This design comes from an exercise in tuning for small area on the open sky130 flow, not from production work.
Function was checked by simulation only, so behaviour that the tests miss may differ from the original.

## flow/design.v (module list and top-level ports; edited modules follow where they fit)
// module fir_tap_mult_path: 42 lines
// module fir_tap_mac: 569 lines
// module fir_tap_addend_path: 12 lines
// module fir_tap_post_adder: 31 lines
// module fir_tap_top: 33 lines
module fir_tap_top (
    input  wire         clk_i,
    input  wire         rst_i,
    input  fir_tap_pkg::tap_sample_t sample_i,
    input  fir_tap_pkg::coeff_ctrl_t coeff_ctrl_i,
    input  fir_tap_pkg::acc_t        c_i,
    input  fir_tap_pkg::acc_t        pcin_i,
    output fir_tap_pkg::acc_t        p_o
);
  // ...
==> flow/flow/run.sh <==
#!/bin/bash
# Own layout flow: the standard ORFS flow, with
#  - synthesis mapped by ABC for area (flow/abc.script) instead of ORFS's delay script;
#    everything else in synthesis, and so every register, is as in the standard synthesis
#  - port buffers of the smallest buffer cell, and no dummy clock-tree loads.
# Each step's full output is in orfs/logs/; make's own output in flow_*.log here.
set -euo pipefail
W=$(pwd)
F=$W/flow
export MY_ABC_SCRIPT=$F/abc.script
SYNTH="SYNTH_SCRIPT=$F/synth.tcl"
KNOBS=(ABC_AREA=1 ABC_CLOCK_PERIOD_IN_PS=7000
       "BUFFER_PORTS_ARGS=-buffer_cell sky130_fd_sc_hd__buf_1"
       "CTS_ARGS=-sink_clustering_enable -repair_clock_nets -dont_use_dummy_load")
if [[ -f $F/knobs.sh ]]; then source $F/knobs.sh; fi
make -C "$FLOW_HOME" DESIGN_CONFIG="$W/config.mk" WORK_HOME="$W/orfs" CLKGATE_MAP_FILE= \
  "$SYNTH" "${KNOBS[@]}" synth > "$W/flow_synth.log" 2>&1
make -C "$FLOW_HOME" DESIGN_CONFIG="$W/config.mk" WORK_HOME="$W/orfs" CLKGATE_MAP_FILE= \
  "$SYNTH" "${KNOBS[@]}" finish > "$W/flow_finish.log" 2>&1
R=$W/orfs/results/$FLOW_PLATFORM/fir_tap_top/base
: # left out here: write the final layout as DEF
==> flow/flow/abc.script <==
strash; dch; map -a; topo; stime -c
==> flow/flow/synth.tcl <==
proc synth {args} { yosys synth -nofsm -noshare {*}$args }
proc abc {args} {
  set i [lsearch -exact $args -script]
  if {$i >= 0 && [info exists ::env(MY_ABC_SCRIPT)]} {
    set args [lreplace $args [expr {$i + 1}] [expr {$i + 1}] $::env(MY_ABC_SCRIPT)]
  }
  yosys abc {*}$args
}
source $::env(SCRIPTS_DIR)/synth.tcl
# left out here: clear keep_hierarchy, flatten, clean up, hide names made inside functions, write 1_2_yosys.v
==> flow/standard.sh <==
#!/bin/bash
# synth_recipe.tcl (not shown) runs the flow's synth.tcl, then flattens the netlist and writes it again
# the make line also repeats each setting of config.mk as NAME=value (left out here)
make -C /OpenROAD-flow-scripts/flow DESIGN_CONFIG=/design/flow/config.mk WORK_HOME=/design/flow/orfs CLKGATE_MAP_FILE= SYNTH_SCRIPT=/design/flow/synth_recipe.tcl "${@:-finish}"
==> flow/config.mk <==
export PLATFORM = sky130hd
export DESIGN_NAME = fir_tap_top
export DESIGN_NICKNAME = fir_tap_top
export VERILOG_FILES = /design/flow/design.v
export SDC_FILE = /design/flow/constraint.sdc
export NUM_CORES = 4
export LEC_CHECK = 0
export CAP_MARGIN = 20
export CORE_MARGIN = 2
export CORE_UTILIZATION = 40
export SLEW_MARGIN = 20
==> flow/constraint.sdc <==
create_clock -name core_clock -period 7.0 [get_ports {clk_i}]
set_input_delay 1.4000 -clock core_clock [delete_from_list [all_inputs] [get_ports {clk_i}]]
set_output_delay 1.4000 -clock core_clock [all_outputs]
set_load 0.01 [all_outputs]
==> results.ini, run 1 <==
[place]
dp_hpwl_um = 57950
routabilityCongestion = 0.9433
pre_cts_slack_ns = 0.7301

[worst_setup_path]
ff2ff_path_depth = 22
cp_slowest_cell = fa_1
path_depth = 22
r2r-end = i_mult_path.mac_q[46]

[global_routing]
grt_max_degree = 49

[sta]
worst_pin_slew_ns = 0.8034
drv_slew = 0
fin_skew_ns = 0.03207
fin_crit_sh = 0.9073

[finish]
n_sequential_cell = 276
drive_above_1_share = 0.03888
num-nonclk-buffers = 298
final_common_cell = clkinv_1

[logic_synthesis]
syn-num-nets = 3455
synthAdderAreaFrac = 0.2701
synth_edf_count = 0

[status]
outcome = no timing/DRC/antenna violations

[routing]
drt_iter0_markers = 1396

==> module fir_tap_mult_path, before the edit <==
module fir_tap_mult_path (
    input  wire         clk_i,
    input  wire         rst_i,
    input  fir_tap_pkg::tap_sample_t sample_i,
    input  fir_tap_pkg::coeff_ctrl_t coeff_ctrl_i,
    input  fir_tap_pkg::acc_t        c_aligned_i,
    output fir_tap_pkg::acc_t        mac_o
);
    fir_tap_pkg::coeff_t coeff_load_q;
    fir_tap_pkg::coeff_t coeff_work_q;
    always_ff @(posedge clk_i) begin
        if (rst_i) begin
            coeff_load_q <= '0;
            coeff_work_q <= '0;
        end else begin
            if (coeff_ctrl_i.load) begin
                coeff_load_q <= coeff_ctrl_i.coeff;
            end
            if (coeff_ctrl_i.update) begin
                coeff_work_q <= coeff_load_q;
            end
        end
    end
    fir_tap_pkg::preadd_t preadd_q;
    fir_tap_pkg::coeff_t  coeff_s1_q;
    always_ff @(posedge clk_i) begin
        preadd_q   <= fir_tap_pkg::preadd_t'(sample_i.d) + fir_tap_pkg::preadd_t'(sample_i.a);
        coeff_s1_q <= coeff_work_q;
    end
    fir_tap_pkg::acc_t mac;
    fir_tap_pkg::acc_t mac_q;
    fir_tap_mac i_mac (
        .da_i (preadd_q),
        .w_i  (coeff_s1_q),
        .c_i  (c_aligned_i),
        .x_o  (mac)
    );
    always_ff @(posedge clk_i) begin
        mac_q <= mac;
    end
    assign mac_o = mac_q;
endmodule
==> module fir_tap_post_adder, before the edit <==
module fir_tap_post_adder (
    input  wire      clk_i,
    input  wire      rst_i,
    input  fir_tap_pkg::acc_t     mac_i,
    input  fir_tap_pkg::acc_t     pcin_i,
    output fir_tap_pkg::acc_t     p_o
);
    fir_tap_pkg::acc_t mac_q;
    logic [2:0]        valid_q;
    always_ff @(posedge clk_i) begin
        mac_q <= mac_i;
    end
    always_ff @(posedge clk_i) begin
        if (rst_i) begin
            valid_q <= '0;
        end else begin
            valid_q <= {valid_q[1:0], 1'b1};
        end
    end
    fir_tap_pkg::acc_t mac_masked;
    fir_tap_pkg::acc_t p_q;
    assign mac_masked = valid_q[2] ? mac_q : '0;
    always_ff @(posedge clk_i) begin
        if (rst_i) begin
            p_q <= '0;
        end else begin
            p_q <= mac_masked + pcin_i;
        end
    end
    assign p_o = p_q;
endmodule
==> inputs of run 2 (changes only) <==
--- a/flow/design.v
+++ b/flow/design.v
@@ -43,18 +43,24 @@
             end
             if (coeff_ctrl_i.update) begin
                 coeff_work_q <= coeff_load_q;
             end
         end
     end
     fir_tap_pkg::preadd_t preadd_q;
     fir_tap_pkg::coeff_t  coeff_s1_q;
+    fir_tap_pkg::preadd_t preadd_sum;
+    fir_tap_add27 i_preadd (
+        .a (fir_tap_pkg::preadd_t'(sample_i.d)),
+        .b (fir_tap_pkg::preadd_t'(sample_i.a)),
+        .s (preadd_sum)
+    );
     always_ff @(posedge clk_i) begin
-        preadd_q   <= fir_tap_pkg::preadd_t'(sample_i.d) + fir_tap_pkg::preadd_t'(sample_i.a);
+        preadd_q   <= preadd_sum;
         coeff_s1_q <= coeff_work_q;
     end
     fir_tap_pkg::acc_t mac;
     fir_tap_pkg::acc_t mac_q;
     fir_tap_mac i_mac (
         .da_i (preadd_q),
         .w_i  (coeff_s1_q),
         .c_i  (c_aligned_i),
@@ -629,17 +635,294 @@
     assign t523 = c_i[45] ^ 1'b1;
     assign t524 = c_i[45] & 1'b1;
     assign t525 = c_i[46] ^ 1'b1;
     assign t526 = c_i[46] & 1'b1;
     assign t527 = c_i[47] ^ 1'b1;
     assign t528 = c_i[47] & 1'b1;
     wire [47:0] row_a = {t527, t525, t523, t521, t519, t517, t515, t513, t511, t509, t507, t505, t503, t501, t499, t497, t495, t493, t491, t489, t487, t485, t483, t481, t479, t477, t475, t473, t471, t469, t467, t465, t463, t461, t459, t457, t455, t453, t451, t449, t447, t445, t443, t441, t439, t437, t435, t433};
     wire [47:0] row_b = {t526, t524, t522, t520, t518, t516, t514, t512, t510, t508, t506, t504, t502, t500, t498, t496, t494, t492, t490, t488, t486, t484, t482, t480, t478, t476, t474, t472, t470, t468, t466, t464, t462, t460, t458, t456, t454, t452, t450, t448, t446, t444, t442, t440, t438, t436, t434, neg[0]};
-    assign x_o = row_a + row_b;
+    fir_tap_cpa48 i_cpa (.a(row_a), .b(row_b), .s(x_o));
+endmodule
+module fir_tap_cpa48 (input wire [47:0] a, input wire [47:0] b, output wire [47:0] s);
+    wire [47:0] p = a ^ b;
+    wire [47:0] g = a & b;
+    wire [48:0] c;
+    assign c[0] = 1'b0;
+    wire [11:0] gg, gp;
+    assign gg[0] = (g[3] | (p[3] & (g[2] | (p[2] & (g[1] | (p[1] & g[0]))))));
+    assign gp[0] = &p[3:0];
+    assign gg[1] = (g[7] | (p[7] & (g[6] | (p[6] & (g[5] | (p[5] & g[4]))))));
+    assign gp[1] = &p[7:4];
+    assign gg[2] = (g[11] | (p[11] & (g[10] | (p[10] & (g[9] | (p[9] & g[8]))))));
+    assign gp[2] = &p[11:8];
+    assign gg[3] = (g[15] | (p[15] & (g[14] | (p[14] & (g[13] | (p[13] & g[12]))))));
+    assign gp[3] = &p[15:12];
+    assign gg[4] = (g[19] | (p[19] & (g[18] | (p[18] & (g[17] | (p[17] & g[16]))))));
+    assign gp[4] = &p[19:16];
+    assign gg[5] = (g[23] | (p[23] & (g[22] | (p[22] & (g[21] | (p[21] & g[20]))))));
+    assign gp[5] = &p[23:20];
+    assign gg[6] = (g[27] | (p[27] & (g[26] | (p[26] & (g[25] | (p[25] & g[24]))))));
+    assign gp[6] = &p[27:24];
+    assign gg[7] = (g[31] | (p[31] & (g[30] | (p[30] & (g[29] | (p[29] & g[28]))))));
+    assign gp[7] = &p[31:28];
+    assign gg[8] = (g[35] | (p[35] & (g[34] | (p[34] & (g[33] | (p[33] & g[32]))))));
+    assign gp[8] = &p[35:32];
+    assign gg[9] = (g[39] | (p[39] & (g[38] | (p[38] & (g[37] | (p[37] & g[36]))))));
+    assign gp[9] = &p[39:36];
+    assign gg[10] = (g[43] | (p[43] & (g[42] | (p[42] & (g[41] | (p[41] & g[40]))))));
+    assign gp[10] = &p[43:40];
+    assign gg[11] = (g[47] | (p[47] & (g[46] | (p[46] & (g[45] | (p[45] & g[44]))))));
+    assign gp[11] = &p[47:44];
+    wire [12:0] bc;
+    assign bc[0] = 1'b0;
+    wire sg1 = gg[1] | (gp[1] & gg[0]);
+    wire sp1 = gp[1] & gp[0];
+    wire sg2 = gg[3] | (gp[3] & gg[2]);
+    wire sp2 = gp[3] & gp[2];
+    wire sg3 = gg[5] | (gp[5] & gg[4]);
+    wire sp3 = gp[5] & gp[4];
+    wire sg4 = gg[7] | (gp[7] & gg[6]);
+    wire sp4 = gp[7] & gp[6];
+    wire sg5 = gg[9] | (gp[9] & gg[8]);
+    wire sp5 = gp[9] & gp[8];
+    wire sg6 = gg[11] | (gp[11] & gg[10]);
+    wire sp6 = gp[11] & gp[10];
+    wire sg7 = gg[2] | (gp[2] & sg1);
+    wire sp7 = gp[2] & sp1;
+    wire sg8 = sg2 | (sp2 & sg1);
+    wire sp8 = sp2 & sp1;
+    wire sg9 = gg[6] | (gp[6] & sg3);
+    wire sp9 = gp[6] & sp3;
+    wire sg10 = sg4 | (sp4 & sg3);
+    wire sp10 = sp4 & sp3;
+    wire sg11 = gg[10] | (gp[10] & sg5);
+    wire sp11 = gp[10] & sp5;
+    wire sg12 = sg6 | (sp6 & sg5);
+    wire sp12 = sp6 & sp5;
+    wire sg13 = gg[4] | (gp[4] & sg8);
+    wire sp13 = gp[4] & sp8;
+    wire sg14 = sg3 | (sp3 & sg8);
+    wire sp14 = sp3 & sp8;
+    wire sg15 = sg9 | (sp9 & sg8);
+    wire sp15 = sp9 & sp8;
+    wire sg16 = sg10 | (sp10 & sg8);
+    wire sp16 = sp10 & sp8;
+    wire sg17 = gg[8] | (gp[8] & sg16);
+    wire sp17 = gp[8] & sp16;
+    wire sg18 = sg5 | (sp5 & sg16);
+    wire sp18 = sp5 & sp16;
+    wire sg19 = sg11 | (sp11 & sg16);
+    wire sp19 = sp11 & sp16;
+    wire sg20 = sg12 | (sp12 & sg16);
+    wire sp20 = sp12 & sp16;
+    assign bc[1] = gg[0];
+    assign bc[2] = sg1;
+    assign bc[3] = sg7;
+    assign bc[4] = sg8;
+    assign bc[5] = sg13;
+    assign bc[6] = sg14;
+    assign bc[7] = sg15;
+    assign bc[8] = sg16;
+    assign bc[9] = sg17;
+    assign bc[10] = sg18;
+    assign bc[11] = sg19;
+    assign bc[12] = sg20;
+    assign c[1] = g[0] | (p[0] & c[0]);
+    assign c[2] = g[1] | (p[1] & c[1]);
+    assign c[3] = g[2] | (p[2] & c[2]);
+    assign c[4] = bc[1];
+    assign c[5] = g[4] | (p[4] & c[4]);
+    assign c[6] = g[5] | (p[5] & c[5]);
+    assign c[7] = g[6] | (p[6] & c[6]);
+    assign c[8] = bc[2];
+    assign c[9] = g[8] | (p[8] & c[8]);
+    assign c[10] = g[9] | (p[9] & c[9]);
+    assign c[11] = g[10] | (p[10] & c[10]);
+    assign c[12] = bc[3];
+    assign c[13] = g[12] | (p[12] & c[12]);
+    assign c[14] = g[13] | (p[13] & c[13]);
+    assign c[15] = g[14] | (p[14] & c[14]);
+    assign c[16] = bc[4];
+    assign c[17] = g[16] | (p[16] & c[16]);
+    assign c[18] = g[17] | (p[17] & c[17]);
+    assign c[19] = g[18] | (p[18] & c[18]);
+    assign c[20] = bc[5];
+    assign c[21] = g[20] | (p[20] & c[20]);
+    assign c[22] = g[21] | (p[21] & c[21]);
+    assign c[23] = g[22] | (p[22] & c[22]);
+    assign c[24] = bc[6];
+    assign c[25] = g[24] | (p[24] & c[24]);
+    assign c[26] = g[25] | (p[25] & c[25]);
+    assign c[27] = g[26] | (p[26] & c[26]);
+    assign c[28] = bc[7];
+    assign c[29] = g[28] | (p[28] & c[28]);
+    assign c[30] = g[29] | (p[29] & c[29]);
+    assign c[31] = g[30] | (p[30] & c[30]);
+    assign c[32] = bc[8];
+    assign c[33] = g[32] | (p[32] & c[32]);
+    assign c[34] = g[33] | (p[33] & c[33]);
+    assign c[35] = g[34] | (p[34] & c[34]);
+    assign c[36] = bc[9];
+    assign c[37] = g[36] | (p[36] & c[36]);
+    assign c[38] = g[37] | (p[37] & c[37]);
+    assign c[39] = g[38] | (p[38] & c[38]);
+    assign c[40] = bc[10];
+    assign c[41] = g[40] | (p[40] & c[40]);
+    assign c[42] = g[41] | (p[41] & c[41]);
+    assign c[43] = g[42] | (p[42] & c[42]);
+    assign c[44] = bc[11];
+    assign c[45] = g[44] | (p[44] & c[44]);
+    assign c[46] = g[45] | (p[45] & c[45]);
+    assign c[47] = g[46] | (p[46] & c[46]);
+    assign s = p ^ c[47:0];
+endmodule
+module fir_tap_add48 (input wire [47:0] a, input wire [47:0] b, output wire [47:0] s);
+    wire [47:0] p = a ^ b;
+    wire [47:0] g = a & b;
+    wire [48:0] c;
+    assign c[0] = 1'b0;
+    wire [11:0] gg, gp;
+    assign gg[0] = (g[3] | (p[3] & (g[2] | (p[2] & (g[1] | (p[1] & g[0]))))));
+    assign gp[0] = &p[3:0];
+    assign gg[1] = (g[7] | (p[7] & (g[6] | (p[6] & (g[5] | (p[5] & g[4]))))));
+    assign gp[1] = &p[7:4];
+    assign gg[2] = (g[11] | (p[11] & (g[10] | (p[10] & (g[9] | (p[9] & g[8]))))));
+    assign gp[2] = &p[11:8];
+    assign gg[3] = (g[15] | (p[15] & (g[14] | (p[14] & (g[13] | (p[13] & g[12]))))));
+    assign gp[3] = &p[15:12];
+    assign gg[4] = (g[19] | (p[19] & (g[18] | (p[18] & (g[17] | (p[17] & g[16]))))));
+    assign gp[4] = &p[19:16];
+    assign gg[5] = (g[23] | (p[23] & (g[22] | (p[22] & (g[21] | (p[21] & g[20]))))));
+    assign gp[5] = &p[23:20];
+    assign gg[6] = (g[27] | (p[27] & (g[26] | (p[26] & (g[25] | (p[25] & g[24]))))));
+    assign gp[6] = &p[27:24];
+    assign gg[7] = (g[31] | (p[31] & (g[30] | (p[30] & (g[29] | (p[29] & g[28]))))));
+    assign gp[7] = &p[31:28];
+    assign gg[8] = (g[35] | (p[35] & (g[34] | (p[34] & (g[33] | (p[33] & g[32]))))));
+    assign gp[8] = &p[35:32];
+    assign gg[9] = (g[39] | (p[39] & (g[38] | (p[38] & (g[37] | (p[37] & g[36]))))));
+    assign gp[9] = &p[39:36];
+    assign gg[10] = (g[43] | (p[43] & (g[42] | (p[42] & (g[41] | (p[41] & g[40]))))));
+    assign gp[10] = &p[43:40];
+    assign gg[11] = (g[47] | (p[47] & (g[46] | (p[46] & (g[45] | (p[45] & g[44]))))));
+    assign gp[11] = &p[47:44];
+    wire [12:0] bc;
+    assign bc[0] = 1'b0;
+    assign bc[1] = gg[0] | (gp[0] & bc[0]);
+    assign bc[2] = gg[1] | (gp[1] & bc[1]);
+    assign bc[3] = gg[2] | (gp[2] & bc[2]);
+    assign bc[4] = gg[3] | (gp[3] & bc[3]);
+    assign bc[5] = gg[4] | (gp[4] & bc[4]);
+    assign bc[6] = gg[5] | (gp[5] & bc[5]);
+    assign bc[7] = gg[6] | (gp[6] & bc[6]);
+    assign bc[8] = gg[7] | (gp[7] & bc[7]);
+    assign bc[9] = gg[8] | (gp[8] & bc[8]);
+    assign bc[10] = gg[9] | (gp[9] & bc[9]);
+    assign bc[11] = gg[10] | (gp[10] & bc[10]);
+    assign bc[12] = gg[11] | (gp[11] & bc[11]);
+    assign c[1] = g[0] | (p[0] & c[0]);
+    assign c[2] = g[1] | (p[1] & c[1]);
+    assign c[3] = g[2] | (p[2] & c[2]);
+    assign c[4] = bc[1];
+    assign c[5] = g[4] | (p[4] & c[4]);
+    assign c[6] = g[5] | (p[5] & c[5]);
+    assign c[7] = g[6] | (p[6] & c[6]);
+    assign c[8] = bc[2];
+    assign c[9] = g[8] | (p[8] & c[8]);
+    assign c[10] = g[9] | (p[9] & c[9]);
+    assign c[11] = g[10] | (p[10] & c[10]);
+    assign c[12] = bc[3];
+    assign c[13] = g[12] | (p[12] & c[12]);
+    assign c[14] = g[13] | (p[13] & c[13]);
+    assign c[15] = g[14] | (p[14] & c[14]);
+    assign c[16] = bc[4];
+    assign c[17] = g[16] | (p[16] & c[16]);
+    assign c[18] = g[17] | (p[17] & c[17]);
+    assign c[19] = g[18] | (p[18] & c[18]);
+    assign c[20] = bc[5];
+    assign c[21] = g[20] | (p[20] & c[20]);
+    assign c[22] = g[21] | (p[21] & c[21]);
+    assign c[23] = g[22] | (p[22] & c[22]);
+    assign c[24] = bc[6];
+    assign c[25] = g[24] | (p[24] & c[24]);
+    assign c[26] = g[25] | (p[25] & c[25]);
+    assign c[27] = g[26] | (p[26] & c[26]);
+    assign c[28] = bc[7];
+    assign c[29] = g[28] | (p[28] & c[28]);
+    assign c[30] = g[29] | (p[29] & c[29]);
+    assign c[31] = g[30] | (p[30] & c[30]);
+    assign c[32] = bc[8];
+    assign c[33] = g[32] | (p[32] & c[32]);
+    assign c[34] = g[33] | (p[33] & c[33]);
+    assign c[35] = g[34] | (p[34] & c[34]);
+    assign c[36] = bc[9];
+    assign c[37] = g[36] | (p[36] & c[36]);
+    assign c[38] = g[37] | (p[37] & c[37]);
+    assign c[39] = g[38] | (p[38] & c[38]);
+    assign c[40] = bc[10];
+    assign c[41] = g[40] | (p[40] & c[40]);
+    assign c[42] = g[41] | (p[41] & c[41]);
+    assign c[43] = g[42] | (p[42] & c[42]);
+    assign c[44] = bc[11];
+    assign c[45] = g[44] | (p[44] & c[44]);
+    assign c[46] = g[45] | (p[45] & c[45]);
+    assign c[47] = g[46] | (p[46] & c[46]);
+    assign s = p ^ c[47:0];
+endmodule
+module fir_tap_add27 (input wire [26:0] a, input wire [26:0] b, output wire [26:0] s);
+    wire [26:0] p = a ^ b;
+    wire [26:0] g = a & b;
+    wire [27:0] c;
+    assign c[0] = 1'b0;
+    wire [4:0] gg, gp;
+    assign gg[0] = (g[5] | (p[5] & (g[4] | (p[4] & (g[3] | (p[3] & (g[2] | (p[2] & (g[1] | (p[1] & g[0]))))))))));
+    assign gp[0] = &p[5:0];
+    assign gg[1] = (g[11] | (p[11] & (g[10] | (p[10] & (g[9] | (p[9] & (g[8] | (p[8] & (g[7] | (p[7] & g[6]))))))))));
+    assign gp[1] = &p[11:6];
+    assign gg[2] = (g[16] | (p[16] & (g[15] | (p[15] & (g[14] | (p[14] & (g[13] | (p[13] & g[12]))))))));
+    assign gp[2] = &p[16:12];
+    assign gg[3] = (g[21] | (p[21] & (g[20] | (p[20] & (g[19] | (p[19] & (g[18] | (p[18] & g[17]))))))));
+    assign gp[3] = &p[21:17];
+    assign gg[4] = (g[26] | (p[26] & (g[25] | (p[25] & (g[24] | (p[24] & (g[23] | (p[23] & g[22]))))))));
+    assign gp[4] = &p[26:22];
+    wire [5:0] bc;
+    assign bc[0] = 1'b0;
+    assign bc[1] = gg[0] | (gp[0] & bc[0]);
+    assign bc[2] = gg[1] | (gp[1] & bc[1]);
+    assign bc[3] = gg[2] | (gp[2] & bc[2]);
+    assign bc[4] = gg[3] | (gp[3] & bc[3]);
+    assign bc[5] = gg[4] | (gp[4] & bc[4]);
+    assign c[1] = g[0] | (p[0] & c[0]);
+    assign c[2] = g[1] | (p[1] & c[1]);
+    assign c[3] = g[2] | (p[2] & c[2]);
+    assign c[4] = g[3] | (p[3] & c[3]);
+    assign c[5] = g[4] | (p[4] & c[4]);
+    assign c[6] = bc[1];
+    assign c[7] = g[6] | (p[6] & c[6]);
+    assign c[8] = g[7] | (p[7] & c[7]);
+    assign c[9] = g[8] | (p[8] & c[8]);
+    assign c[10] = g[9] | (p[9] & c[9]);
+    assign c[11] = g[10] | (p[10] & c[10]);
+    assign c[12] = bc[2];
+    assign c[13] = g[12] | (p[12] & c[12]);
+    assign c[14] = g[13] | (p[13] & c[13]);
+    assign c[15] = g[14] | (p[14] & c[14]);
+    assign c[16] = g[15] | (p[15] & c[15]);
+    assign c[17] = bc[3];
+    assign c[18] = g[17] | (p[17] & c[17]);
+    assign c[19] = g[18] | (p[18] & c[18]);
+    assign c[20] = g[19] | (p[19] & c[19]);
+    assign c[21] = g[20] | (p[20] & c[20]);
+    assign c[22] = bc[4];
+    assign c[23] = g[22] | (p[22] & c[22]);
+    assign c[24] = g[23] | (p[23] & c[23]);
+    assign c[25] = g[24] | (p[24] & c[24]);
+    assign c[26] = g[25] | (p[25] & c[25]);
+    assign s = p ^ c[26:0];
 endmodule
 `default_nettype wire
 `default_nettype none
 module fir_tap_addend_path (
     input  wire  clk_i,
     input  wire  rst_i,
     input  fir_tap_pkg::acc_t c_i,
     output fir_tap_pkg::acc_t c_aligned_o
@@ -667,23 +950,29 @@
     always_ff @(posedge clk_i) begin
         if (rst_i) begin
             valid_q <= '0;
         end else begin
             valid_q <= {valid_q[1:0], 1'b1};
         end
     end
     fir_tap_pkg::acc_t mac_masked;
+    fir_tap_pkg::acc_t sum;
     fir_tap_pkg::acc_t p_q;
     assign mac_masked = valid_q[2] ? mac_q : '0;
+    fir_tap_add48 i_add (
+        .a (mac_masked),
+        .b (pcin_i),
+        .s (sum)
+    );
     always_ff @(posedge clk_i) begin
         if (rst_i) begin
             p_q <= '0;
         end else begin
-            p_q <= mac_masked + pcin_i;
+            p_q <= sum;
         end
     end
     assign p_o = p_q;
 endmodule
 `default_nettype wire
 `default_nettype none
 module fir_tap_top (
     input  wire         clk_i,
==> flow/flow/synth.tcl (replaced) <==
proc synth {args} { yosys synth -nofsm -noshare -noabc {*}$args }
proc abc {args} {
  set i [lsearch -exact $args -script]
  if {$i >= 0 && [info exists ::env(MY_ABC_SCRIPT)]} {
    set args [lreplace $args [expr {$i + 1}] [expr {$i + 1}] $::env(MY_ABC_SCRIPT)]
  }
  yosys abc {*}$args
}
source $::env(SCRIPTS_DIR)/synth.tcl
# left out here: clear keep_hierarchy, flatten, clean up, hide names made inside functions, write 1_2_yosys.v
==> results.ini, run 2 <==
[global_routing]
grt_pass1_vias = 15970
antenna_found_initial = 1
grt_first_pass_wirelength_um = 87240
grt.overflow.total = 0
grt_use_total = 0.2116
grt_use_met3 = 0.03788
busiest_layer = met2
met1_usage = 0.2926
grt_max_degree = 40  ; -18%
grt_use_met2 = 0.3395

[finish]
drive_above_1_share = 0.1538  ; +0.1150
finalInstanceArea_mm2 = 0.02482
fillCellCount = 4621
most-common-layout-cells = 285 x fa_1, 266 x dfxtp_1, 250 x xor2_1
final_common_cell = fa_1
nets = 2939
syn_to_final_growth_pct = 23.64

[sta]
worst_pin_slew_ns = 0.5978  ; -0.2057 ns
drv_slew = 0  ; unchanged
maxSlewHeadroom = 0.6015
clock.fmax_mhz = 145.9
hold_viol_final = 0
setup_viol = 0
fin_crit_sh = 0.9790  ; +0.07162
setup_tns_ns = 0
fin_skew_ns = 0.04294  ; +0.01086 ns
rsz0062_at_grt = true
fin_crit_ns = 6.853

[clock_network]
cts_buffers = 30
htree_levels = 1
clk_path_buf_depth = 3
clkTransAtPathRegs_ns = 0.06
cts_tree = yes
root_buffer = clkbuf_16
clock_latency_ns = 0.58
cts.sinks = 276
postCtsHoldBufs = 0

[floorplanning]
die_w_um = 228.0
die_h_um = 228.0
coreArea_mm2 = 0.04986
io_pins = 218
dieArea_mm2 = 0.05199
rows = 82
start_util = 0.4026

[worst_setup_path]
cp_slowest_cell = fa_2
cp.required_ns = 7.53
crit_top_cell = buf_6
crit_type = flip-flop to flip-flop
startpoint_type = flip-flop
end_kind = flip-flop
critical_path_arrival_ns = 7.38
path_max_fanout = 7
slowest_delay_ns = 0.58

[logic_synthesis]
synth.largest_area_cell = fa_1
ys_types = 28
synth_ff_type = dfxtp_1
ys_async_sr_fraction = 0
yosys-top-cells-area = fa_1 31%, dfxtp_1 28%, xor2_1 11%
avgSynthCellArea_um2 = 10.80
synthCells = 1859
synth_edf_count = 0  ; unchanged
ys_ff_latch = 276
synth.most_common_cell = fa_1
yosys.area.top_type_share = 0.3111
syn-num-nets = 2482  ; -28%
ys_warn_count = 3
synth_seq_area_share = 0.2752
netlist_area_mm2 = 0.02007
yosys-top-cells-count = 312 x fa_1, 276 x dfxtp_1, 259 x xor2_1

[status]
outcome = no timing/DRC/antenna violations

[routing]
drt_wl_total_um = 55080
drt_iter0_markers = 1053  ; -25%
via_per_inst = 5.132
ant_nets = 0
route.vias.total = 15330
drc = 0
dr.pass1.iters = 8
wire_per_inst_um = 18.44

[place]
routabilityCongestion = 0.9322  ; -1.2%
numPortBuffers = 217
dpl_cell_area_mm2 = 0.02338
dp_hpwl_um = 43100  ; -26%

[flow_run]
max_cap_viol_count = 0

[hold_path]
worstHoldPathType = flip-flop to flip-flop

## run 2: cell count changes after synthesis, moves of 23 or more
| cell | change |
|---|---|
| o211ai_1 | -23 |
| a21oi_1 | -215 |
| clkinv_1 | -366 |
| o22ai_1 | +24 |
| fa_1 | +96 |
| nor2_1 | -148 |
| o21ai_0 | -141 |
| nand3_1 | -32 |
| nand2_1 | -141 |
## run 2: final timing paths
path	endpoint	startpoint	slack, ns	cells after the start
setup / recovery	i_mult_path.mac_q[46]	i_mult_path.coeff_s1_q[1]	0.15	28
hold / removal	i_post_adder.mac_q[31]	i_mult_path.mac_q[31]	0.31	0
setup reg to reg	i_mult_path.mac_q[46]	i_mult_path.coeff_s1_q[1]	0.15	28
hold reg to reg	i_post_adder.mac_q[31]	i_mult_path.mac_q[31]	0.31	0
## run 2: layout make-up
type / count / area (µm²) / area share
multi-input combinational: 1359 / 14270 / 0.5749
sequential: 276 / 5550 / 0.2236
inverter: 224 / 840.8 / 0.03388
antenna: 1 / 2.502 / 0.0001008
timing repair buffer: 425 / 2566 / 0.1034
tap: 672 / 840.8 / 0.03388
clock buffer: 30 / 750.7 / 0.03025
## run 2: routing by layer
metal  vias to the layer above  wire length (µm)
met1                      7408             23950
met5                         -                 0
li1                       7162                 -
met4                         0              1660
met2                       643             25070
met3                       115              4407
## run 2: worst max-delay path: cells and delay by family, from the launching register on
family / cells / cell delay, ns
fa+ha+maj: 9 / 3.73
xor+xnor: 2 / 0.36
buf+inv: 8 / 0.77
compound gates: 8 / 1.50
flops: 1 / 0.35
simple gates: 1 / 0.06
## run 2: cells by family (layout without fill, tap and decap cells)
| family | count (synthesis) | count (layout) | synth area share |
|---|---|---|---|
| AO/OA/AOI/OAI | 401 | 401 | 0.1192 |
| XOR/XNOR | 268 | 268 | 0.1169 |
| adder cells (fa/ha/maj) | 453 | 453 | 0.3990 |
| buffers and inverters | 224 | 679 | 0.04188 |
| flip-flops | 276 | 276 | 0.2752 |
| other | 0 | 1 | 0 |
| AND/OR/NAND/NOR | 237 | 237 | 0.04774 |
## run 2: metrics by stage
step	cells	setup slack [ns]	util	hold slack, ns
2_1_floorplan	1859	0.0001030	-	0.3096
3_3_place_gp	2939	-0.5183	0.4689	0.3112
3_5_place_dp	2939	-0.5797	0.4689	0.3121
4_1_cts	2974	0.01873	0.4878	0.3171
5_1_grt	2987	-0.09893	0.4978	0.3222
6_report	2987	0.1473	0.4978	0.3147
## run 2: what timing repair did
item / 4_1_cts / 5_1_grt
setup buffers: 5 / 13
pin swaps: 25 / 77
setup endpoints to repair: 9 / 10
gates resized for setup: 39 / 83
==> inputs of run 3 (changes only) <==
==> flow/flow/knobs.sh (new file) <==
KNOBS+=(GPL_TIMING_DRIVEN=0)
==> results.ini, run 3 <==
[status]
outcome = no timing/DRC/antenna violations

[global_routing]
grt_pass1_vias = 16600  ; +4.0%
grt_max_degree = 48  ; +20%
grt.overflow.total = 0  ; unchanged
grt_use_total = 0.2212  ; +0.009616
grt_first_pass_wirelength_um = 90540  ; +3.8%
antenna_found_initial = 1  ; unchanged

[finish]
multi_input_area_mm2 = 0.01443  ; +1.1%
seqCellArea_mm2 = 0.005570  ; +0.36%
fin_util = 0.4897  ; -0.008080
final_common_cell = fa_1
most-common-layout-cells = 292 x fa_1, 262 x dfxtp_1, 256 x xor2_1
fillCellCount = 4590  ; -0.67%
stdcell_count = 2887  ; -3.3%
drive_above_1_share = 0.1287  ; -0.02512
nets = 2839  ; -3.4%
syn_to_final_growth_pct = 21.63

[worst_setup_path]
worst-path-buf-inv = 3  ; -5
critPathTopFamily = adder cells
path_max_fanout = 14  ; +7
critical_path_arrival_ns = 7.28  ; -0.10 ns
end_kind = flip-flop
crit_type = flip-flop to flip-flop
crit_top_cell = fa_1
startpoint_type = flip-flop
slowest_delay_ns = 0.58  ; about the same
cp.required_ns = 7.49  ; -0.04 ns
cp_slowest_cell = fa_1
path_cells = clkinvlp_4 > nand2_4 > nand2_8 > o22ai_2 > xor2_2 > fa_1 > clkinv_1 > fa_1 > fa_1 > fa_1 > fa_1 > ha_1 > nand2_1 > clkinv_1 > a221o_2 > a21oi_1 > o21ai_1 > a21oi_4 > o21ai_4 > a211o_2 > fa_2 > fa_2 > fa_1 > xor2_1

[sta]
maxSlewHeadroom = 0.4844  ; -0.1171
hold_slack_ns = 0.2712  ; -0.04354 ns
fin_skew_ns = 0.06399  ; +0.02105 ns
fin_crit_ns = 6.787  ; -0.06569 ns
clock.fmax_mhz = 147.3  ; +0.97%
drv_slew = 0  ; unchanged
setup_viol = 0  ; unchanged
timing.final.ws_setup_ns = 0.2130  ; +0.06569 ns
worst_pin_slew_ns = 0.7733  ; +0.1755 ns
hold_viol_final = 0  ; unchanged
fin_crit_sh = 0.9696  ; -0.009384

[place]
routabilityCongestion = 0.9008  ; -3.4%
dp.cells = 2755  ; -6.3%
pre_cts_slack_ns = -2.102  ; -1.522 ns
dp_hpwl_um = 37650  ; -13%
numPortBuffers = 217  ; unchanged

[floorplanning]
dieArea_mm2 = 0.05199  ; unchanged
rows = 82  ; unchanged
die_h_um = 228.0  ; unchanged
start_util = 0.4026  ; unchanged
die_w_um = 228.0  ; unchanged
coreArea_mm2 = 0.04986  ; unchanged
io_pins = 218  ; unchanged

[logic_synthesis]
ys_warn_count = 3  ; unchanged
synthCells = 1859  ; unchanged
synth_seq_area_share = 0.2752  ; unchanged
yosys.area.top_type_share = 0.3111  ; unchanged
synth.most_common_cell = fa_1
synth.largest_area_cell = fa_1
syn-num-nets = 2482  ; unchanged
yosys-top-cells-count = 312 x fa_1, 276 x dfxtp_1, 259 x xor2_1
synth_edf_count = 0  ; unchanged
ys_async_sr_fraction = 0  ; unchanged
ys_types = 28  ; unchanged
avgSynthCellArea_um2 = 10.80  ; unchanged
synth_ff_type = dfxtp_1
yosys-top-cells-area = fa_1 31%, dfxtp_1 28%, xor2_1 11%
ys_ff_latch = 276  ; unchanged
netlist_area_mm2 = 0.02007  ; unchanged

[clock_network]
clkTransAtPathRegs_ns = 0.06  ; about the same
postCtsHoldBufs = 0  ; unchanged
clk_path_buf_depth = 3  ; unchanged
htree_levels = 1  ; unchanged
cts.sinks = 276  ; unchanged
root_buffer = clkbuf_16
cts_tree = yes
clock_latency_ns = 0.59  ; about the same
cts_buffers = 30  ; unchanged

[routing]
ant_nets = 0  ; unchanged
route.vias.total = 15600  ; +1.8%
via_per_inst = 5.403  ; +5.3%
drc = 0  ; unchanged
drt_iter0_markers = 1159  ; +10%
wire_per_inst_um = 20.27  ; +9.9%
drt_wl_total_um = 58530  ; +6.3%
dr.pass1.iters = 6  ; -2

[hold_path]
worstHoldPathType = flip-flop to flip-flop

[flow_run]
max_cap_viol_count = 0  ; unchanged

run 3: through the flow:
step            TNS [ns]  instance area [µm²]
5_1_grt        -0.007576                24420
4_1_cts                0                23810
3_5_place_dp      -36.36                22090
3_3_place_gp      -35.19                21820
2_1_floorplan          0                20160
6_report               0                24420
run 3: worst paths after layout:
check,slack [ns],start,to,cells after the start
min reg2reg,0.27,i_mult_path.mac_q[24],i_post_adder.mac_q[24],0
max,0.21,i_mult_path.coeff_s1_q[5],i_mult_path.mac_q[43],24
max reg2reg,0.21,i_mult_path.coeff_s1_q[5],i_mult_path.mac_q[43],24
min,0.27,i_mult_path.mac_q[24],i_post_adder.mac_q[24],0
run 3: area by class of cell:
| class | instances | area share |
|---|---|---|
| repair buffers | 313 | 0.07686 |
| clock buffers | 30 | 0.03075 |
| multi-input cells | 1368 | 0.5910 |
| well taps | 672 | 0.03443 |
| inverters | 224 | 0.03807 |
| repair inverters | 3 | 0.0006149 |
| diodes | 1 | 0.0001025 |
| flip-flops and latches | 276 | 0.2281 |
run 3: logic make-up after synthesis:
family          after synthesis  synth area share
fa+ha+maj                   453            0.3990
flops                       276            0.2752
compound gates              401            0.1192
simple gates                237           0.04774
buf+inv                     224           0.04188
xor+xnor                    268            0.1169
run 3: what timing repair did:
action	4_1_cts	5_1_grt
pin swaps	31	44
hold endpoints to repair	0	0
setup endpoints to repair	34	10
buffers inserted	52	36
resized for setup	106	66
gates cloned	10	3
run 3: metal layers:
| layer | global-route usage | up-vias | share of wire |
|---|---|---|---|
| li1 | - | 6977 | - |
| met1 | 0.2753 | 7493 | 0.39 |
| met2 | 0.3512 | 910 | 0.44 |
| met3 | 0.06863 | 218 | 0.12 |
| met4 | 0.1044 | 0 | 0.047 |
| met5 | 0 | - | 0 |
==> inputs of run 4 (changes only) <==
==> flow/flow/knobs.sh (replaced) <==
KNOBS=(ABC_AREA=1 ABC_CLOCK_PERIOD_IN_PS=7000
       "BUFFER_PORTS_ARGS=-buffer_cell sky130_fd_sc_hd__buf_1"
       "CTS_ARGS=-sink_clustering_enable -repair_clock_nets -dont_use_dummy_load -buf_list sky130_fd_sc_hd__clkbuf_4 sky130_fd_sc_hd__clkbuf_8"
       GPL_TIMING_DRIVEN=0)
==> results.ini, run 4 <==
[status]
outcome = stopped before the end
failed_stage = clock tree synthesis
stop_error = [ERROR STA-0564] clock_tree_synthesis positional arguments not supported.

[floorplanning]
die_h_um = 228.0  ; unchanged
start_util = 0.4026  ; unchanged
io_pins = 218  ; unchanged
die_w_um = 228.0  ; unchanged
rows = 82  ; unchanged

[logic_synthesis]
synth_seq_area_share = 0.2752  ; unchanged
netlist_area_mm2 = 0.02007  ; unchanged
synth_ff_type = dfxtp_1
synthCells = 1859  ; unchanged
avgSynthCellArea_um2 = 10.80  ; unchanged
synth.largest_area_cell = fa_1
yosys-top-cells-area = fa_1 31%, dfxtp_1 28%, xor2_1 11%
ys_warn_count = 3  ; unchanged
yosys-top-cells-count = 312 x fa_1, 276 x dfxtp_1, 259 x xor2_1
yosys.area.top_type_share = 0.3111  ; unchanged
synth.most_common_cell = fa_1
ys_types = 28  ; unchanged
ys_async_sr_fraction = 0  ; unchanged
syn-num-nets = 2482  ; unchanged
ys_ff_latch = 276  ; unchanged
synth_edf_count = 0  ; unchanged

[place]
pre_cts_slack_ns = -2.102  ; unchanged
dp_hpwl_um = 37650  ; unchanged
routabilityCongestion = 0.9008  ; unchanged
numPortBuffers = 217  ; unchanged
dp.cells = 2755  ; unchanged

-- run 4: cell families after synthesis --
| family | count (synthesis) | share of synthesized area |
|---|---|---|
| AOI/OAI and AO/OA | 401 | 0.1192 |
| xor gates and xnor gates | 268 | 0.1169 |
| adders and majority gates | 453 | 0.3990 |
| buffers and inverters | 224 | 0.04188 |
| DFF | 276 | 0.2752 |
| and+or+nand+nor | 237 | 0.04774 |
-- run 4: per-stage QoR --
step                        util  setup TNS, ns  area, µm²
after detailed placement  0.4431         -36.36      22090
after global placement    0.4376         -35.19      21820
after floorplan                -              0      20160
-- run 4: how the worst max path moves through the flow --
stage	slack (ns)	startpoint	cells after the start	end
floorplan	0.0001	i_mult_path.coeff_s1_q[1]	23	i_mult_path.mac_q[43]
global placement	-2.06	i_mult_path.coeff_s1_q[0]	24	i_mult_path.mac_q[43]
detailed placement	-2.10	i_mult_path.coeff_s1_q[0]	24	i_mult_path.mac_q[43]
==> inputs of run 5 (changes only) <==
==> flow/flow/knobs.sh (replaced) <==
KNOBS=(ABC_AREA=1 ABC_CLOCK_PERIOD_IN_PS=7000
       "BUFFER_PORTS_ARGS=-buffer_cell sky130_fd_sc_hd__buf_1"
       "CTS_ARGS=-sink_clustering_enable -repair_clock_nets -dont_use_dummy_load -buf_list {sky130_fd_sc_hd__clkbuf_4 sky130_fd_sc_hd__clkbuf_8}"
       GPL_TIMING_DRIVEN=0)
==> results.ini, run 5 <==
[finish]
nets = 2847
most-common-layout-cells = 294 x fa_1, 261 x dfxtp_1, 255 x xor2_1
final_common_cell = fa_1
syn_to_final_growth_pct = 21.04
finalInstanceArea_mm2 = 0.02430
drive_above_1_share = 0.1301

[routing]
drc = 0
drt_iter0_markers = 1180
via_per_inst = 5.376
wire_per_inst_um = 20.21
dr.pass1.iters = 5
ant_nets = 0
route.vias.total = 15570
drt_wl_total_um = 58530

[worst_setup_path]
crit_type = flip-flop to flip-flop
cp_slowest_cell = fa_2
cp.required_ns = 7.47
path_max_fanout = 17
path_cells = buf_8 > buf_8 > buf_16 > a21oi_1 > a21oi_1 > fa_1 > clkinv_1 > fa_1 > fa_2 > fa_1 > fa_2 > ha_1 > nand2_1 > clkinv_1 > a221o_2 > a21oi_1 > o21ai_1 > a21oi_4 > o21ai_4 > a211o_2 > fa_2 > fa_2 > fa_1 > xor2_1
end_kind = flip-flop
critical_path_arrival_ns = 7.29
slowest_delay_ns = 0.59
startpoint_type = flip-flop

[logic_synthesis]
syn-num-nets = 2482  ; unchanged
synthCells = 1859  ; unchanged
ys_warn_count = 3  ; unchanged
avgSynthCellArea_um2 = 10.80  ; unchanged
ys_async_sr_fraction = 0  ; unchanged
synth.largest_area_cell = fa_1
ys_ff_latch = 276  ; unchanged
netlist_area_mm2 = 0.02007  ; unchanged
ys_types = 28  ; unchanged
synth_ff_type = dfxtp_1
yosys-top-cells-area = fa_1 31%, dfxtp_1 28%, xor2_1 11%
synth.most_common_cell = fa_1
yosys.area.top_type_share = 0.3111  ; unchanged
synth_seq_area_share = 0.2752  ; unchanged
synth_edf_count = 0  ; unchanged
yosys-top-cells-count = 312 x fa_1, 276 x dfxtp_1, 259 x xor2_1

[global_routing]
met1_usage = 0.2762
grt.overflow.total = 0
antenna_found_initial = 2
grt_use_met3 = 0.06925
grt_use_total = 0.2226
grt_max_degree = 48
grt_first_pass_wirelength_um = 90820
grt_use_met2 = 0.3497
busiest_layer = met2
grt_pass1_vias = 16660

[floorplanning]
die_h_um = 228.0  ; unchanged
io_pins = 218  ; unchanged
start_util = 0.4026  ; unchanged
die_w_um = 228.0  ; unchanged
rows = 82  ; unchanged
coreArea_mm2 = 0.04986
dieArea_mm2 = 0.05199

[clock_network]
htree_levels = 2
cts_tree = yes
cts.sinks = 276
clkTransAtPathRegs_ns = 0.05
clock_latency_ns = 0.61
root_buffer = clkbuf_8
clk_path_buf_depth = 3
postCtsHoldBufs = 0
cts_buffers = 48

[flow_run]
max_cap_viol_count = 0

[sta]
clock.fmax_mhz = 146.6
maxSlewHeadroom = 0.4502
fin_skew_ns = 0.06321
fin_crit_ns = 6.821
fin_crit_sh = 0.9744
hold_viol_final = 0
setup_viol = 0
rsz0062_at_grt = true
drv_slew = 0
worst_pin_slew_ns = 0.8246

[hold_path]
worstHoldPathType = flip-flop to flip-flop

[place]
dpl_cell_area_mm2 = 0.02209  ; unchanged
numPortBuffers = 217  ; unchanged
routabilityCongestion = 0.9008  ; unchanged
dp_hpwl_um = 37650  ; unchanged

[status]
outcome = no timing/DRC/antenna violations

==> run 5: timing repair <==
item	CTS	global route
pin swaps	25	43
buffers inserted	52	28
setup endpoints to repair	34	10
cloned	9	2
gates resized for setup	102	72
==> run 5: logic make-up (layout without fill, tap and decap cells) <==
group	count (synthesis)	after routing	share of synthesized area
buf+inv	224	578	0.04188
fa+ha+maj	453	453	0.3990
flops	276	276	0.2752
compound gates	401	403	0.1192
xor+xnor	268	268	0.1169
simple gates	237	244	0.04774
other cells	0	2	0
==> run 5: area by class of cell <==
type,count,area (µm²)
Fill cell,4626,25570
Multi-Input combinational cell,1368,14400
Sequential cell,276,5572
Timing Repair Buffer,304,1859
Inverter,224,948.4
Tap cell,672,840.8
Clock buffer,48,660.6
Timing Repair inverter,2,10.01
Antenna cell,2,5.005
==> run 5: critical path, delay by kind of cell, from the launching register on <==
family,cells,cell delay (ns)
simple gates,1,0.06
flops,1,0.38
fa+ha+maj,9,3.88
xor+xnor,1,0.15
buf+inv,5,0.71
compound gates,8,1.51
==> run 5: final timing paths <==
kind	start	to	slack (ns)	cells after the start
worst max register to register	i_mult_path.coeff_s1_q[1]	i_mult_path.mac_q[43]	0.18	24
worst min register to register	i_mult_path.mac_q[16]	i_post_adder.mac_q[16]	0.29	0
worst min-delay path	i_mult_path.mac_q[16]	i_post_adder.mac_q[16]	0.29	0
worst max-delay path	i_mult_path.coeff_s1_q[1]	i_mult_path.mac_q[43]	0.18	24
==> run 5: metal layers <==
| layer | vias to the layer above | wire [µm] |
|---|---|---|
| met2 | 849 | 26150 |
| li1 | 6995 | - |
| met4 | 0 | 3024 |
| met3 | 219 | 6612 |
| met1 | 7505 | 22740 |
| met5 | - | 0 |
==> run 5: metrics by stage <==
| stage | worst slack (ns) | utilization | setup TNS (ns) | cells | hold WS [ns] |
|---|---|---|---|---|---|
| CTS | -0.01668 | 0.4757 | -0.01668 | 2864 | 0.2877 |
| floorplan | 0.0001030 | - | 0 | 1859 | 0.3096 |
| detailed placement | -2.102 | 0.4431 | -36.36 | 2755 | 0.3121 |
| global placement | -2.064 | 0.4376 | -35.19 | 2748 | 0.3103 |
| global route | -0.01089 | 0.4873 | -0.01960 | 2896 | 0.3065 |
| finish | 0.1792 | 0.4873 | 0 | 2896 | 0.2903 |
==> inputs of run 6 (changes only) <==
==> flow/flow/abc.script (replaced) <==
strash; dch -f; amap; topo; stime -c
==> results.ini, run 6 <==
[status]
outcome = complete, but fails checks
checkFailReasons = setup timing

[sta]
hold_slack_ns = 0.3184  ; +0.02812 ns
fin_crit_ns = 7.360  ; +0.5389 ns
hold_viol_final = 0  ; unchanged
maxSlewHeadroom = 0.3630  ; -0.08718
timing.final.ws_setup_ns = -0.3597  ; -0.5389 ns
rsz0062_at_grt = true
drv_slew = 0  ; unchanged
fin_crit_sh = 1.051  ; +0.07699
setup_viol = 7  ; +7
worst_pin_slew_ns = 0.9555  ; +0.1309 ns
clock.fmax_mhz = 135.9  ; -7.3%
fin_skew_ns = 0.1011  ; +0.03788 ns

[logic_synthesis]
ys_async_sr_fraction = 0  ; unchanged
synth.most_common_cell = fa_1
yosys-top-cells-count = 312 x fa_1, 276 x dfxtp_1, 255 x nand2_1
yosys-top-cells-area = fa_1 32%, dfxtp_1 28%, ha_1 8.9%
synthMuxAreaShare = 0  ; unchanged
synth_seq_area_share = 0.2793  ; +0.004021
synthAdderAreaFrac = 0.4049  ; +0.005829
yosys.area_share.simple = 0.1063  ; +0.05856
ys_warn_count = 3  ; unchanged
synth_compound_area_frac = 0.1902  ; +0.07105
yosys.area.top_type_share = 0.3157  ; +0.004545
netlist_area_mm2 = 0.01979  ; -1.4%
synth_xor_area_frac = 0  ; -0.1169
synthCells = 1947  ; +4.7%
synth_top_family_by_area = adder cells
ys_ff_latch = 276  ; unchanged
avgSynthCellArea_um2 = 10.16  ; -5.9%
synth.largest_area_cell = fa_1
synth_edf_count = 0  ; unchanged
ys_types = 32  ; +14%
syn-num-nets = 2570  ; +3.5%
synth_ff_type = dfxtp_1

[clock_network]
clkTransAtPathRegs_ns = 0.08  ; +0.03 ns
htree_levels = 2  ; unchanged
postCtsHoldBufs = 0  ; unchanged
clock_latency_ns = 0.65  ; +0.04 ns
cts.sinks = 276  ; unchanged
cts_buffers = 48  ; unchanged
cts_tree = yes
clk_path_buf_depth = 3  ; unchanged
root_buffer = clkbuf_8

[finish]
drive_above_1_share = 0.1656  ; +0.03555
most-common-layout-cells = 271 x fa_1, 258 x dfxtp_1, 252 x nand2_1
nets = 3004  ; +5.5%
finalInstanceArea_mm2 = 0.02496  ; +2.7%
fin_util = 0.5109  ; +0.02363
final_common_cell = fa_1
syn_to_final_growth_pct = 26.14
stdcell_count = 3044  ; +5.1%

[routing]
drt_iter0_markers = 1671  ; +42%
ant_nets = 0  ; unchanged
wire_per_inst_um = 21.40  ; +5.9%
drc = 0  ; unchanged
drt_wl_total_um = 65140  ; +11%
via_per_inst = 5.750  ; +7.0%
route.vias.total = 17500  ; +12%
dr.pass1.iters = 8  ; +3

[global_routing]
antenna_found_initial = 1  ; -1
grt.overflow.total = 0  ; unchanged
grt_use_total = 0.2566  ; +0.03410
grt_pass1_vias = 17760  ; +6.6%
grt_first_pass_wirelength_um = 99470  ; +9.5%
grt_max_degree = 62  ; +29%

[flow_run]
max_cap_viol_count = 0  ; unchanged

[floorplanning]
die_h_um = 226.4  ; -0.71%
coreArea_mm2 = 0.04885  ; -2.0%
die_w_um = 226.4  ; -0.71%
start_util = 0.4050  ; +0.002436
dieArea_mm2 = 0.05126  ; -1.4%
rows = 81  ; -1.2%
io_pins = 218  ; unchanged

[place]
dpl_cell_area_mm2 = 0.02192  ; -0.80%
dp_hpwl_um = 41330  ; +9.8%
dp.cells = 2835  ; +2.9%
numPortBuffers = 217  ; unchanged
pre_cts_slack_ns = -2.745  ; -0.6434 ns
routabilityCongestion = 0.8682  ; -3.6%

[worst_setup_path]
startpoint_type = flip-flop
end_kind = flip-flop
crit_type = flip-flop to flip-flop
worstReg2RegStart = i_mult_path.coeff_s1_q[1]
startpoint = i_mult_path.coeff_s1_q[1]
path_max_fanout = 6  ; -11
cp.required_ns = 7.49  ; +0.02 ns
critical_path_arrival_ns = 7.85  ; +0.56 ns

[hold_path]
worstHoldStart = i_mult_path.coeff_work_q[8]
worstHoldPathType = flip-flop to flip-flop

## run 6: changes by cell type after synthesis, sizes merged, moves of 9 or more
cell,change
xnor2,-9
a22oi,+36
a211oi,+13
a21oi,-31
nand3,-9
o21a,-10
o21ai,+202
nor2b,+86
xor2,-259
nor2,-50
clkinv,-122
nand2,+201
## run 6: path summary, 6_finish.rpt
check | end | slack, ns | cells past startpoint
max reg2reg | i_mult_path.mac_q[43] | -0.36 | 27
min | i_mult_path.coeff_s1_q[8] | 0.32 | 0
min reg2reg | i_mult_path.coeff_s1_q[8] | 0.32 | 0
max | i_mult_path.mac_q[43] | -0.36 | 27
## run 6: through the flow
step,TNS (ns)
floorplan,-1.704
global placement,-56.65
detailed placement,-57.91
CTS,-1.585
global route,-4.299
finish,-1.847
## run 6: cell type report
type,instances,area (µm²)
diodes,1,2.502
clock buffers,48,660.6
fillers,4454,23890
inverters,102,604.3
multi-input cells,1581,14990
flip-flops and latches,276,5575
well taps,664,830.8
repair buffers,362,2178
repair inverters,10,115.1
## run 6: repair_timing
item | in CTS | in global routing
resized for setup | 150 | 75
gates cloned | 21 | 2
pin swaps | 98 | 68
setup buffers | 99 | 38
setup endpoints to repair | 39 | 23
## run 6: per-layer routing
layer | vias to the layer above | GRT usage | wire, µm
met2 | 967 | 0.4069 | 29700
met1 | 8369 | 0.3128 | 24380
li1 | 7866 | - | -
met5 | - | 0 | 0
met3 | 300 | 0.06350 | 6524
met4 | 0 | 0.1643 | 4527
## run 6: cell families (layout without fill, tap and decap cells)
| group | Yosys count | in the layout |
|---|---|---|
| AO/OA/AOI/OAI | 640 | 652 |
| AND/OR/NAND/NOR | 476 | 476 |
| adder cells (fa/ha/maj) | 453 | 453 |
| flip-flops | 276 | 276 |
| buffers and inverters | 102 | 522 |
| other | 0 | 1 |
## run 6: worst max-delay path: stages, from the launching register on
cell,delay [ns]
dfxtp_4,0.40
buf_6,0.15
a32oi_4,0.24
buf_6,0.16
o22ai_2,0.09
nand2_1,0.10
o21ai_2,0.07
fa_2,0.57
fa_2,0.46
fa_2,0.59
fa_2,0.44
fa_2,0.61
ha_4,0.21
and2_4,0.13
a221o_1,0.36
a21oi_2,0.16
nor2_2,0.07
a2111oi_4,0.28
buf_6,0.17
o31ai_4,0.10
a221oi_4,0.35
o21ai_2,0.13
buf_4,0.15
fa_2,0.33
fa_2,0.35
fa_2,0.38
nor2_4,0.10
a21oi_2,0.04

## port drivers added, routing unchanged
No port has a modelled driver above. Below, the same layouts with a new extraction and two added sets of constraints. Step 1, drivers: a clkbuf_16 drives clk_i and a buf_2 each remaining input, both assumed. Step 2 adds t to the input delays and takes it off the output delays; t is the mean of the earliest and latest rising clock arrival at the registers after step 1. Input paths then give back, and output paths get back, about the clock's delay inside the block. Three values: ideal, step 1, step 2; two values: the first two.
run	t (ns)	setup slack, ns	latest minus earliest clock arrival (ns)
run 1	0.582	0.649 / 0.649 / 0.649	0.032 / 0.032
run 2	0.621	0.147 / 0.147 / -0.184	0.044 / 0.045
run 3	0.617	0.213 / 0.213 / -0.172	0.064 / 0.064
run 5	0.627	0.179 / 0.179 / -0.200	0.064 / 0.063
run 6	0.658	-0.360 / -0.360 / -0.586	0.114 / 0.114
With both steps, setup timing fails in run 2, run 3 and run 5, where it was met with ideal ports. For run 3, which loses most, drivers alone change the setup slack by 0.000 ns; drivers and shift together by -0.385 ns.
